Background: an optimization exercise with open tools, aiming at small area. Do not read the settings as production practice. The RTL was checked by simulation tests, not by an equivalence proof against the original design. Power is estimated from default activity; no workload was simulated.

==> umber <==
==> flow/design.v <==
module regfile_bank #(
   parameter int unsigned OPTION_REG_WIDTH = 64,
   parameter int unsigned OPTION_REG_COUNT = 32
) (
   input  logic                        i_clk,
   input  logic                        i_rst,
   input  logic [4:0]                  i_sela,
   input  logic [4:0]                  i_selb,
   output logic [OPTION_REG_WIDTH-1:0] o_ina,
   output logic [OPTION_REG_WIDTH-1:0] o_inb,
   input  logic [4:0]                  i_write_reg,
   input  logic [OPTION_REG_WIDTH-1:0] i_write_data,
   input  logic                        i_write_en,
   input  logic                        i_clear,
   output logic                        o_ready
);
   typedef enum logic {
      ST_CLEAR = 1'b0,
      ST_READY = 1'b1
   } state_e;
   localparam logic [4:0] IDX_FIRST = 5'd1;
   localparam logic [4:0] IDX_LAST  = 5'd31;
   state_e                      state_q, state_d;
   logic [4:0]                  idx_q, idx_d;
   logic                        wr_en;
   logic [4:0]                  wr_addr;
   logic [OPTION_REG_WIDTH-1:0] wr_data;
   logic [OPTION_REG_WIDTH-1:0] regs_q [0:OPTION_REG_COUNT-1];
   logic [OPTION_REG_WIDTH-1:0] rd_a, rd_b;
   always_ff @(posedge i_clk or negedge i_rst) begin
      if (!i_rst) begin
         state_q <= ST_CLEAR;
         idx_q   <= IDX_FIRST;
      end else begin
         state_q <= state_d;
         idx_q   <= idx_d;
      end
   end
   always_comb begin
      state_d = state_q;
      idx_d   = idx_q;
      wr_en   = 1'b0;
      wr_addr = idx_q;
      wr_data = '0;
      case (state_q)
         ST_CLEAR: begin
            wr_en   = 1'b1;
            wr_addr = idx_q;
            if (i_clear) begin
               idx_d = IDX_FIRST;
            end else if (idx_q == IDX_LAST) begin
               state_d = ST_READY;
            end else begin
               idx_d = idx_q + 5'd1;
            end
         end
         ST_READY: begin
            if (i_clear) begin
               state_d = ST_CLEAR;
               idx_d   = IDX_FIRST;
            end else if (i_write_en && (i_write_reg != 5'd0)) begin
               wr_en   = 1'b1;
               wr_addr = i_write_reg;
               wr_data = i_write_data;
            end
         end
         default: begin
            state_d = ST_CLEAR;
            idx_d   = IDX_FIRST;
         end
      endcase
   end
   always_ff @(posedge i_clk) begin
      if (wr_en) begin
         regs_q[wr_addr] <= wr_data;
      end
   end
   always_comb begin
      rd_a = regs_q[i_sela];
      rd_b = regs_q[i_selb];
   end
   always_comb begin
      o_ina = '0;
      o_inb = '0;
      if ((state_q == ST_READY) && (i_sela != 5'd0)) begin
         o_ina = rd_a;
      end
      if ((state_q == ST_READY) && (i_selb != 5'd0)) begin
         o_inb = rd_b;
      end
   end
   assign o_ready = (state_q == ST_READY);
endmodule
==> flow/run.sh <==
#!/bin/bash
# synth_recipe.tcl (not shown) runs the flow's synth.tcl, then flattens the netlist and writes it again
# the make line also repeats each setting of config.mk as NAME=value (left out here)
make -C /OpenROAD-flow-scripts/flow DESIGN_CONFIG=/design/flow/config.mk WORK_HOME=/design/flow/orfs CLKGATE_MAP_FILE= SYNTH_SCRIPT=/design/flow/synth_recipe.tcl finish
==> flow/config.mk <==
export PLATFORM = sky130hd
export DESIGN_NAME = regfile_bank
export DESIGN_NICKNAME = regfile_bank
export VERILOG_FILES = /design/flow/design.v
export SDC_FILE = /design/flow/constraint.sdc
export NUM_CORES = 4
export LEC_CHECK = 0
export CAP_MARGIN = 20
export CORE_MARGIN = 2
export CORE_UTILIZATION = 40
export SLEW_MARGIN = 20
==> flow/constraint.sdc <==
create_clock -name core_clock -period 7.0 [get_ports {i_clk}]
set_input_delay 1.4000 -clock core_clock [delete_from_list [all_inputs] [get_ports {i_clk}]]
set_output_delay 1.4000 -clock core_clock [all_outputs]
set_load 0.01 [all_outputs]
==> inputs of indigo, as changes to umber <==
==> flow/design.v, changed modules only <==
module regfile_bank_aoi222 (
   input  logic a0, s0, a1, s1, a2, s2,
   output logic y
);
   assign y = ~((a0 & s0) | (a1 & s1) | (a2 & s2));
endmodule
module regfile_bank_nand2 (
   input  logic a0, s0,
   output logic y
);
   assign y = ~(a0 & s0);
endmodule
module regfile_bank_nand11 (
   input  logic [10:0] n,
   output logic        y
);
   assign y = ~&n;
endmodule
module regfile_bank_ao22 (
   input  logic q, h, w, l,
   output logic d
);
   assign d = (q & h) | (w & l);
endmodule
module regfile_bank_rdbit (
   input  logic [31:1] q,
   input  logic [31:1] s,
   output logic        y
);
   logic [10:0] n;
   for (genvar g = 0; g < 10; g++) begin : g_aoi
      regfile_bank_aoi222 u_aoi (
         .a0(q[3*g+1]), .s0(s[3*g+1]),
         .a1(q[3*g+2]), .s1(s[3*g+2]),
         .a2(q[3*g+3]), .s2(s[3*g+3]),
         .y(n[g])
      );
   end
   regfile_bank_nand2 u_last (.a0(q[31]), .s0(s[31]), .y(n[10]));
   regfile_bank_nand11 u_or (.n(n), .y(y));
endmodule
module regfile_bank (
   input  logic        i_clk,
   input  logic        i_rst,
   input  logic [4:0]  i_sela,
   input  logic [4:0]  i_selb,
   output logic [63:0] o_ina,
   output logic [63:0] o_inb,
   input  logic [4:0]  i_write_reg,
   input  logic [63:0] i_write_data,
   input  logic        i_write_en,
   input  logic        i_clear,
   output logic        o_ready
);
   logic        ready_q;
   logic [4:0]  idx_q;
   logic [63:0] regs_q [1:31];
   logic [63:0] regs_d [1:31];
   always_ff @(posedge i_clk or negedge i_rst) begin
      if (!i_rst) begin
         ready_q <= 1'b0;
         idx_q   <= 5'd1;
      end else if (i_clear) begin
         ready_q <= 1'b0;
         idx_q   <= 5'd1;
      end else if (!ready_q) begin
         if (idx_q == 5'd31) ready_q <= 1'b1;
         else                idx_q   <= idx_q + 5'd1;
      end
   end
   logic [31:1] ld, hold, sa, sb;
   always_comb begin
      for (int r = 1; r < 32; r++) begin
         ld[r]   = ready_q && !i_clear && i_write_en && (i_write_reg == 5'(r));
         hold[r] = !(ld[r] || (!ready_q && (idx_q == 5'(r))));
         sa[r]   = ready_q && (i_sela == 5'(r));
         sb[r]   = ready_q && (i_selb == 5'(r));
      end
   end
   for (genvar r = 1; r < 32; r++) begin : g_reg
      for (genvar b = 0; b < 64; b++) begin : g_bit
         regfile_bank_ao22 u_nxt (
            .q(regs_q[r][b]), .h(hold[r]), .w(i_write_data[b]), .l(ld[r]), .d(regs_d[r][b])
         );
      end
   end
   always_ff @(posedge i_clk) begin
      for (int r = 1; r < 32; r++) begin
         regs_q[r] <= regs_d[r];
      end
   end
   for (genvar b = 0; b < 64; b++) begin : g_rd
      logic [31:1] col;
      for (genvar r = 1; r < 32; r++) begin : g_col
         assign col[r] = regs_q[r][b];
      end
      regfile_bank_rdbit u_a (.q(col), .s(sa), .y(o_ina[b]));
      regfile_bank_rdbit u_b (.q(col), .s(sb), .y(o_inb[b]));
   end
   assign o_ready = ready_q;
endmodule
==> flow/flow/run.sh (new file) <==
#!/bin/bash
# The standard layout (standard.sh, unchanged synthesis), with the port buffers that
# buffer_ports inserts on every input and output made buf_2 instead of its default pick.
set -euo pipefail
export BUFFER_PORTS_ARGS="-buffer_cell sky130_fd_sc_hd__buf_2"
bash standard.sh finish > standard.log 2>&1
==> flow/standard.sh (new file) <==
#!/bin/bash
# synth_recipe.tcl (not shown) runs the flow's synth.tcl, then flattens the netlist and writes it again
# the make line also repeats each setting of config.mk as NAME=value (left out here)
make -C /OpenROAD-flow-scripts/flow DESIGN_CONFIG=/design/flow/config.mk WORK_HOME=/design/flow/orfs CLKGATE_MAP_FILE= SYNTH_SCRIPT=/design/flow/synth_recipe.tcl "${@:-finish}"
Settings changed: CORE_UTILIZATION 40 to 45, CTS_BUF_LIST set to sky130_fd_sc_hd__clkbuf_8, CTS_CLUSTER_DIAMETER set to 90, CTS_CLUSTER_SIZE set to 14, SYNTH_HIERARCHICAL set to 1.
removed: flow/run.sh
==> notes <==
- umber finished with timing, DRC and antenna clean. indigo ran to the end with no violations.
- Of indigo and umber, indigo has the higher global-route usage (gap 19 points).
- Against indigo, the critical path depth of umber is lower by 2.
- In umber the die area is larger than in indigo, by about 40%.
- Of indigo and umber, umber has the higher register-to-register slack (gap 70 ps).
- Against umber, the clock power of indigo is smaller by 43%.
- Against indigo, the sequential share of layout area of umber is higher by 10 points.
- Against umber, the power of indigo is smaller by 30%.
==> figures <==
metric	indigo	umber
Outcome	no timing/DRC/antenna violations	no timing/DRC/antenna violations
Non-clk buf share	4.32%	4.62%
Combinational Power	0.527 mW	1.54 mW
Sum of met2 wire segment lengths after detailed routing	151,000 µm	150,000 µm
Total routed wire length on the met1 layer	146,000 µm	117,000 µm
Flip-flop and latch count	1,990	2,054
Fill cell total of the finished layout	14,600	19,600
Power consumed by sequential cells	11.4 mW	13.7 mW
Post-placement cell count	8,767	8,107
Cell-internal power	13.6 mW	20.1 mW
Fraction of the mapped netlist area in adder cells	0.100%	0.0266%
Average wire length per cell after detail routing	44.0 µm	35.3 µm
Areal power density over the cells	213 nW/µm²	241 nW/µm²
Overall routing resource usage	43.8%	24.9%
Clock period minus worst slack	6560 ps	6220 ps
Post-synthesis share of cell area spent on and, or, nand and nor gates	5.83%	3.04%

==> afterwards: timing with drivers on the ports <==
How much do the figures lean on ideal ports? The routed layouts below were timed once more, with nothing changed but the port constraints.
Step 1 sets driving cells, clkbuf_16 on the clock port and buf_2 on the other inputs (assumed; they add their load-dependent delay and slew).
Step 2 also shifts input and output timing later by t, the mid clock arrival at the registers, as if the neighbouring blocks saw the same clock.
a / b / c = ideal ports / drivers / drivers and shift; a / b = the first two.
run	t, ns	setup slack, ns	hold WS [ns]	slew at the worst register clock pin (ns)	worst data-port slew with drivers (ns)
umber	0.932	0.780 / 0.707 / 0.707	0.636 / 0.636 / 0.636	0.07 / 0.07	0.40
indigo	1.039	0.444 / 0.355 / 0.431	0.255 / 0.184 / 0.517	0.11 / 0.11	0.20
After both steps every run listed still meets setup and hold. For umber, which loses most, drivers alone change the setup slack by -0.073 ns; drivers and shift together by -0.073 ns.
